Background: an optimization exercise with open tools, aiming at small area, a short achievable clock period and few clock cycles per item. Do not read the settings as production practice.
Function was checked by simulation only, so behaviour that the tests miss may differ from the original.
No activity file was given, so power comes from the tool's default toggle rates.

==> inputs of 03-03 <==
// sha1_byte_stream_hasher
module sha1_byte_stream_hasher (
    input  logic        aclk,
    input  logic        aresetn,
    input  logic        s_tvalid,
    output logic        s_tready,
    input  logic [7:0]  s_tdata,    
    input  logic        s_tuser,    
    output logic        m_tvalid,
    input  logic        m_tready,
    output logic [39:0] m_tdata,    
    output logic        m_tlast     
);
clock: 7.0 ns
lec_check: 0
abc_area: 1
cap_margin: 20
core_margin: 2
core_utilization: 40
cts_cluster_diameter: 100
cts_cluster_size: 24
place_density: 0.6
setup_slack_margin: 4.05
slew_margin: 20
run.sh (not shown) runs the stock make flow with config.mk's settings and CLKGATE_MAP_FILE= SYNTH_SCRIPT=/design/flow/synth_recipe.tcl, a recipe that flattens the netlist after the stock synthesis.
==> inputs of 02-11, as changes to 03-03 <==
--- a/flow/design.v
+++ b/flow/design.v
@@ -58,19 +58,19 @@
     logic         h0w_q;                
     logic         obp_q, obp2_q;        
     logic         ob_q;                 
     logic [2:0]   oi_q, oi_next;
     logic [31:0]  od_q;                 
     logic         ol_q;                 
-    logic         ok, ok_q, ok_n, start, adv, hwr;    
+    logic         ok, start, adv, hwr;
     logic [6:0]   r_next, r_succ2;
     logic [31:0]  c_n, d_n, fx_n, fy_n;
     logic [31:0]  w_x, w_new, w_in, f, t, cs_s, cs_c, rol5a;
     logic [31:0]  h_op, h_op_n, h_op_q, h_x, h_sum, h_d;
     logic [31:0]  k_n, a2, pa1, qs, qc;
-    assign ok    = ok_q;
+    assign ok    = !ob_q && !obp_q && !obp2_q && !pk_q;
     assign drain = (is64_q && blk_full && ok) || (r_q[6] && !is64_q && drn_q);
     assign start = is79_q && drain;
     assign drain_end = start;
     assign adv   = real_q || drain || pk_q;
     always_comb begin
         r_next = r_q;
@@ -189,13 +189,12 @@
             kg_q    <= 2'd3;
             pk_q    <= 1'b0;
             pk0_q   <= 1'b0;
             upk_q   <= 1'b0;
             h0w_q   <= 1'b0;
             obp_q   <= 1'b0;
-            ok_q    <= 1'b1;
             obp2_q  <= 1'b0;
             ob_q    <= 1'b0;
             oi_q    <= 3'd0;
             ol_q    <= 1'b0;
         end else begin
             r_q    <= r_next;
@@ -221,25 +220,21 @@
             if (upk_q && is64_q) begin
                 upk_q <= 1'b0;
                 pk_q  <= 1'b0;
             end
             obp_q  <= (real_q && is79_q && last_q && !pk_q) || (upk_q && is64_q && last_q);
             obp2_q <= obp_q;
-            ok_q   <= ok_n;
             if (obp2_q) begin
                 ob_q <= 1'b1;
             end else if (ob_q && m_tready && oi_q == 3'd4) begin
                 ob_q <= 1'b0;
             end
             oi_q <= oi_next;
             ol_q <= (oi_next == 3'd4);
         end
     end
-    assign ok_n = !(((pk_q || (real_q && is75_q && (ob_q || obp_q || obp2_q))) && !(upk_q && is64_q))
-                   || (real_q && is79_q && last_q && !pk_q) || (upk_q && is64_q && last_q)
-                   || obp_q || obp2_q || (ob_q && !(m_tready && oi_q == 3'd4)));
     always_comb begin
         if (obp2_q)                oi_next = 3'd0;
         else if (ob_q && m_tready) oi_next = (oi_q == 3'd4) ? 3'd0 : oi_q + 3'd1;
         else                       oi_next = oi_q;
     end
     always_ff @(posedge aclk) begin
Settings changed: SETUP_SLACK_MARGIN 4.05 to 3.9.
==> inputs of 11-18, as changes to 03-03 <==
--- a/flow/design.v
+++ b/flow/design.v
@@ -37,40 +37,35 @@
         if (r < 7'd20)      round_grp = 2'd0;
         else if (r < 7'd40) round_grp = 2'd1;
         else if (r < 7'd60) round_grp = 2'd2;
         else                round_grp = 2'd3;
     endfunction
     logic [511:0] w_q;                  
-    logic [31:0]  a_q, b_q, c_q, d_q, p_q;    
-    logic [31:0]  tl_q;                 
-    logic [31:0]  a2_q;                 
+    logic [31:0]  a_q, b_q, c_q, d_q, e_q, p_q;
     logic [4:0][31:0] h_q;
     logic [6:0]   r_q;                  
     logic         is64_q, is75_q, is76_q, is77_q, is78_q, is79_q, hi_q;   
     logic         real_q;               
     logic         drn_q;                
     logic         first_q, last_q;      
-    logic [1:0]   gn_q, kg_q;           
-    logic [31:0]  fx_q, fy_q;           
+    logic [1:0]   fg_q, kg_q;           
     logic [31:0]  q_q;                  
     logic         pk_q;                 
     logic         pk0_q;                
     logic         upk_q;                
-    logic         h0w_q;                
-    logic         obp_q, obp2_q;        
+    logic         obp_q;                
     logic         ob_q;                 
     logic [2:0]   oi_q, oi_next;
     logic [31:0]  od_q;                 
     logic         ol_q;                 
-    logic         ok, ok_q, ok_n, start, adv, hwr;    
+    logic         ok, start, adv, hwr;
     logic [6:0]   r_next, r_succ2;
-    logic [31:0]  c_n, d_n, fx_n, fy_n;
     logic [31:0]  w_x, w_new, w_in, f, t, cs_s, cs_c, rol5a;
-    logic [31:0]  h_op, h_op_n, h_op_q, h_x, h_sum, h_d;
+    logic [31:0]  h_op, h_x, h_sum, h_d;
     logic [31:0]  k_n, a2, pa1, qs, qc;
-    assign ok    = ok_q;
+    assign ok    = !ob_q && !obp_q && !pk_q;
     assign drain = (is64_q && blk_full && ok) || (r_q[6] && !is64_q && drn_q);
     assign start = is79_q && drain;
     assign drain_end = start;
     assign adv   = real_q || drain || pk_q;
     always_comb begin
         r_next = r_q;
@@ -80,99 +75,85 @@
         end
         r_succ2 = (r_next >= 7'd78) ? r_next - 7'd78 : r_next + 7'd2;
     end
     assign w_x   = w_q[95:64] ^ w_q[255:224] ^ w_q[447:416] ^ w_q[511:480];
     assign w_new = {w_x[30:0], w_x[31]};
     always_comb begin
-        case (gn_q)
-            2'd0:    begin fx_n = c_n;            fy_n = d_n;         end
-            2'd2:    begin fx_n = c_n | d_n;      fy_n = c_n & d_n;   end
-            default: begin fx_n = ~(c_n ^ d_n);   fy_n = c_n ^ d_n;   end
+        case (fg_q)
+            2'd0:    f = d_q ^ (b_q & (c_q ^ d_q));
+            2'd2:    f = (b_q & c_q) | (d_q & (b_q | c_q));
+            default: f = b_q ^ c_q ^ d_q;
         endcase
     end
-    assign f = (b_q & fx_q) | (~b_q & fy_q);
-    always_comb begin
-        if (start && blk_first) begin
-            c_n = H_INIT[2*32 +: 32];
-            d_n = H_INIT[3*32 +: 32];
-        end else if (start) begin
-            c_n = h_q[2];
-            d_n = h_q[3];
-        end else begin
-            c_n = {b_q[1:0], b_q[31:2]};
-            d_n = c_q;
-        end
-    end
     assign rol5a = {a_q[26:0], a_q[31:27]};
-    assign t     = rol5a + f + p_q;
-    always_comb begin
-        h_op_n = 32'h0;
-        if (real_q || pk_q) begin
-            case (r_next)
-                7'd76:   h_op_n = first_q ? H_INIT[4*32 +: 32] : h_q[4];
-                7'd77:   h_op_n = first_q ? H_INIT[3*32 +: 32] : h_q[3];
-                7'd78:   h_op_n = first_q ? H_INIT[2*32 +: 32] : h_q[2];
-                7'd79:   h_op_n = first_q ? H_INIT[1*32 +: 32] : h_q[1];
-                default: h_op_n = 32'h0;
-            endcase
-        end
-    end
-    assign h_op  = h_op_q;
-    assign h_x   = upk_q ? w_q[511:480] : is79_q ? a_q : {a_q[1:0], a_q[31:2]};
+    assign cs_s  = rol5a ^ f ^ p_q;
+    assign cs_c  = (rol5a & f) | (p_q & (rol5a | f));
+    assign t     = cs_s + {cs_c[30:0], 1'b0};
+    assign h_op  = ({32{is76_q}} & (first_q ? H_INIT[4*32 +: 32] : h_q[4]))
+                 | ({32{is77_q}} & (first_q ? H_INIT[3*32 +: 32] : h_q[3]))
+                 | ({32{is78_q}} & (first_q ? H_INIT[2*32 +: 32] : h_q[2]))
+                 | ({32{is79_q}} & (first_q ? H_INIT[1*32 +: 32] : h_q[1]));
+    assign h_x   = is79_q ? a_q : {a_q[1:0], a_q[31:2]};
     assign h_sum = h_op + h_x;
     assign hwr   = (real_q && !pk_q && hi_q) || upk_q;
-    assign h_d   = h_sum;
+    assign h_d   = upk_q ? w_q[511:480] : h_sum;
     always_comb begin
         if (!r_q[6])              w_in = w_new;
-        else if (pk_q && real_q)  w_in = h_x;
+        else if (pk_q && real_q)  w_in = h_sum;
         else if (pk0_q)           w_in = a_q;
         else if (pk_q)            w_in = w_q[511:480];
         else                      w_in = blk_top;
     end
     always_comb begin
         case (kg_q)
             2'd0:    k_n = K_0;
             2'd1:    k_n = K_1;
             2'd2:    k_n = K_2;
             default: k_n = K_3;
         endcase
         a2 = 32'h0;
-        if (is76_q) a2 = first_q ? H_INIT[31:0] : h_q[0];
-        if (is77_q) a2 = blk_first ? H_INIT[4*32 +: 32] : h_q[4];
+        if (is77_q) a2 = first_q ? H_INIT[31:0] : h_q[0];
+        if (is78_q) a2 = blk_first ? H_INIT[4*32 +: 32] : h_q[4];
         pa1 = is79_q ? 32'h0 : d_q;
     end
-    assign qs = w_q[447:416] ^ a2_q ^ k_n;
-    assign qc = (w_q[447:416] & a2_q) | (k_n & (w_q[447:416] | a2_q));
+    assign qs = w_q[447:416] ^ a2 ^ k_n;
+    assign qc = (w_q[447:416] & a2) | (k_n & (w_q[447:416] | a2));
     always_ff @(posedge aclk) begin
         w_q <= {w_q[479:0], w_in};
         q_q <= qs + {qc[30:0], 1'b0};
         p_q <= pa1 + q_q;
-        a2_q <= a2;
-        h_op_q <= h_op_n;
-        tl_q <= t;
-        if (start && blk_first)  a_q <= H_INIT[0*32 +: 32];
-        else if (start && !real_q) a_q <= h_q[0];
-        else                     a_q <= t;
-        if (start && blk_first)  b_q <= H_INIT[1*32 +: 32];
-        else if (start)          b_q <= real_q ? h_sum : h_q[1];
-        else                     b_q <= a_q;
-        c_q  <= c_n;
-        d_q  <= d_n;
-        fx_q <= fx_n;
-        fy_q <= fy_n;
+        if (start && blk_first) begin
+            a_q <= H_INIT[0*32 +: 32];
+            b_q <= H_INIT[1*32 +: 32];
+            c_q <= H_INIT[2*32 +: 32];
+            d_q <= H_INIT[3*32 +: 32];
+            e_q <= H_INIT[4*32 +: 32];
+        end else if (start) begin
+            a_q <= real_q ? t : h_q[0];
+            b_q <= real_q ? h_sum : h_q[1];
+            c_q <= h_q[2];
+            d_q <= h_q[3];
+            e_q <= h_q[4];
+        end else begin
+            a_q <= t;
+            b_q <= a_q;
+            c_q <= {b_q[1:0], b_q[31:2]};
+            d_q <= c_q;
+            e_q <= d_q;
+        end
         if (hwr) begin
             case ({r_q[6] && !hi_q, r_q[1:0]})
                 3'b000:  h_q[4] <= h_d;
                 3'b001:  h_q[3] <= h_d;
                 3'b010:  h_q[2] <= h_d;
                 3'b011:  h_q[1] <= h_d;
                 default: ;
             endcase
-            if (upk_q && is64_q) h_q[0] <= w_q[511:480];
+            if (hi_q && r_q[1:0] == 2'd3 && !upk_q) h_q[0] <= t;
+            if (upk_q && is64_q)                    h_q[0] <= w_q[511:480];
         end
-        if (h0w_q) h_q[0] <= tl_q;
     end
     always_ff @(posedge aclk) begin
         if (!aresetn) begin
             r_q     <= 7'd64;
             is64_q  <= 1'b1;
             is75_q  <= 1'b0;
@@ -182,66 +163,57 @@
             is79_q  <= 1'b0;
             hi_q    <= 1'b0;
             real_q  <= 1'b0;
             drn_q   <= 1'b0;
             first_q <= 1'b0;
             last_q  <= 1'b0;
-            gn_q    <= 2'd3;
+            fg_q    <= 2'd3;
             kg_q    <= 2'd3;
             pk_q    <= 1'b0;
             pk0_q   <= 1'b0;
             upk_q   <= 1'b0;
-            h0w_q   <= 1'b0;
             obp_q   <= 1'b0;
-            ok_q    <= 1'b1;
-            obp2_q  <= 1'b0;
             ob_q    <= 1'b0;
             oi_q    <= 3'd0;
             ol_q    <= 1'b0;
         end else begin
             r_q    <= r_next;
             is64_q <= (r_next == 7'd64);
             is75_q <= (r_next == 7'd75);
             is76_q <= (r_next == 7'd76);
             is77_q <= (r_next == 7'd77);
             is78_q <= (r_next == 7'd78);
             is79_q <= (r_next == 7'd79);
             hi_q   <= (r_next >= 7'd76);
-            gn_q   <= (r_next == 7'd79) ? 2'd0 : round_grp(r_next + 7'd1);
+            fg_q   <= round_grp(r_next);
             kg_q   <= round_grp(r_succ2);
             if (adv && is79_q) real_q <= drain && !pk_q;
             drn_q  <= drain && !is79_q;
             if (start) begin
                 first_q <= blk_first;
                 last_q  <= blk_last;
             end
-            if (real_q && is75_q && (ob_q || obp_q || obp2_q)) pk_q <= 1'b1;
-            h0w_q <= real_q && is79_q && !pk_q;
+            if (real_q && is75_q && (ob_q || obp_q)) pk_q <= 1'b1;
             pk0_q <= real_q && is79_q && pk_q;
             if (pk_q && !real_q && is75_q && !ob_q) upk_q <= 1'b1;
             if (upk_q && is64_q) begin
                 upk_q <= 1'b0;
                 pk_q  <= 1'b0;
             end
-            obp_q  <= (real_q && is79_q && last_q && !pk_q) || (upk_q && is64_q && last_q);
-            obp2_q <= obp_q;
-            ok_q   <= ok_n;
-            if (obp2_q) begin
+            obp_q <= (real_q && is79_q && last_q && !pk_q) || (upk_q && is64_q && last_q);
+            if (obp_q) begin
                 ob_q <= 1'b1;
             end else if (ob_q && m_tready && oi_q == 3'd4) begin
                 ob_q <= 1'b0;
             end
             oi_q <= oi_next;
             ol_q <= (oi_next == 3'd4);
         end
     end
-    assign ok_n = !(((pk_q || (real_q && is75_q && (ob_q || obp_q || obp2_q))) && !(upk_q && is64_q))
-                   || (real_q && is79_q && last_q && !pk_q) || (upk_q && is64_q && last_q)
-                   || obp_q || obp2_q || (ob_q && !(m_tready && oi_q == 3'd4)));
     always_comb begin
-        if (obp2_q)                oi_next = 3'd0;
+        if (obp_q)                 oi_next = 3'd0;
         else if (ob_q && m_tready) oi_next = (oi_q == 3'd4) ? 3'd0 : oi_q + 3'd1;
         else                       oi_next = oi_q;
     end
     always_ff @(posedge aclk) begin
         od_q <= h_q[oi_next];
     end
Settings changed: CTS_CLUSTER_DIAMETER 100 to unset, CTS_CLUSTER_SIZE 24 to unset, SETUP_SLACK_MARGIN 4.05 to 3.4.
==> qor summary <==
| metric | 03-03 | 11-18 | 02-11 |
|---|---|---|---|
| Run status | complete, no violations | complete, no violations | complete, no violations |
| Maximum vdd ir drop | 0.0004482 V | 0.0005022 V | 0.0004640 V |
| Multiplexer area fraction after synthesis | 0.2850% | 0.01666% | 0.5839% |
| Final critical-path required period | 3.097 ns | 3.730 ns | 3.192 ns |
| Sequential standard cell area | 0.04034 mm^2 | 0.03705 mm^2 | 0.04029 mm^2 |
| Required time worst endpoint | 7.54 ns | 7.52 ns | 7.62 ns |
| Net switching power | 0.01378 W | 0.01617 W | 0.01339 W |
| Power share of the clock group | 16.1% | 20.8% | 16.3% |
| Register bit count reported by yosys | 1674 | 1512 | 1673 |
| Number of fill cells in the layout | 14510 | 13640 | 14390 |
| Cell with the most instances after synthesis | sky130_fd_sc_hd__nand2_1 | sky130_fd_sc_hd__nand2_1 | sky130_fd_sc_hd__dfxtp_1 |
| Sequential cell count of the final layout | 1674 | 1512 | 1673 |
| Max-slew headroom at the worst pin | 19.60% | 17.37% | 22.67% |
| Tapcells | 2072 | 2016 | 2058 |
| Clock transition at the registers of the reported paths | 0.10 ns | 0.06 ns | 0.10 ns |
| Capture instance of the worst register-to-register path | u_datapath.a2_q[29]$_DFF_P_ | u_datapath.h_q[22]$_DFFE_PP_ | u_datapath.a_q[27]$_SDFF_PP0_ |
| Number of buffers added for setup after CTS | 63 | 60 | 64 |
| Hold Path Origin | u_datapath.w_q[137]$_DFF_P_ | u_datapath.w_q[139]$_DFF_P_ | u_datapath.w_q[413]$_DFF_P_ |
| Routed met2 length | 92.38 mm | 89.86 mm | 86.27 mm |
Testbench counts of 03-03, summed over its fixed seeds: cycles 77,205, bytes 53,936.
Testbench counts of 02-11, summed over its fixed seeds: cycles 77,205, bytes 53,936.
Testbench counts of 11-18, summed over its fixed seeds: cycles 77,197, bytes 53,936.

what the ideal ports hide:
How much do the figures lean on ideal ports? The routed layouts below were timed once more, with nothing changed but the port constraints. Step 1, drivers: a clkbuf_16 drives aclk and a buf_2 each remaining input, both assumed. Step 2 times the ports against the registers' clock, not the clock port: input delays grow and output delays shrink by t, the midpoint of the rising clock arrivals with the driver on. Three values: no drivers, after step 1, after step 2; two values: the first two.
| run | t (ns) | slack for setup (ns) | hold WS [ns] | slew at the worst register clock pin (ns) |
|---|---|---|---|---|
| 03-03 | 0.805 | 3.903 / 3.903 / 3.233 | 0.311 / 0.311 / 0.311 | 0.12 / 0.12 |
| 02-11 | 0.808 | 3.808 / 3.808 / 3.215 | 0.311 / 0.311 / 0.311 | 0.11 / 0.11 |
| 11-18 | 0.859 | 3.270 / 3.270 / 2.719 | 0.314 / 0.314 / 0.314 | 0.07 / 0.07 |
After both steps every run listed still meets setup and hold. For 03-03, which loses most, drivers alone change the setup slack by 0.000 ns; drivers and shift together by -0.670 ns.
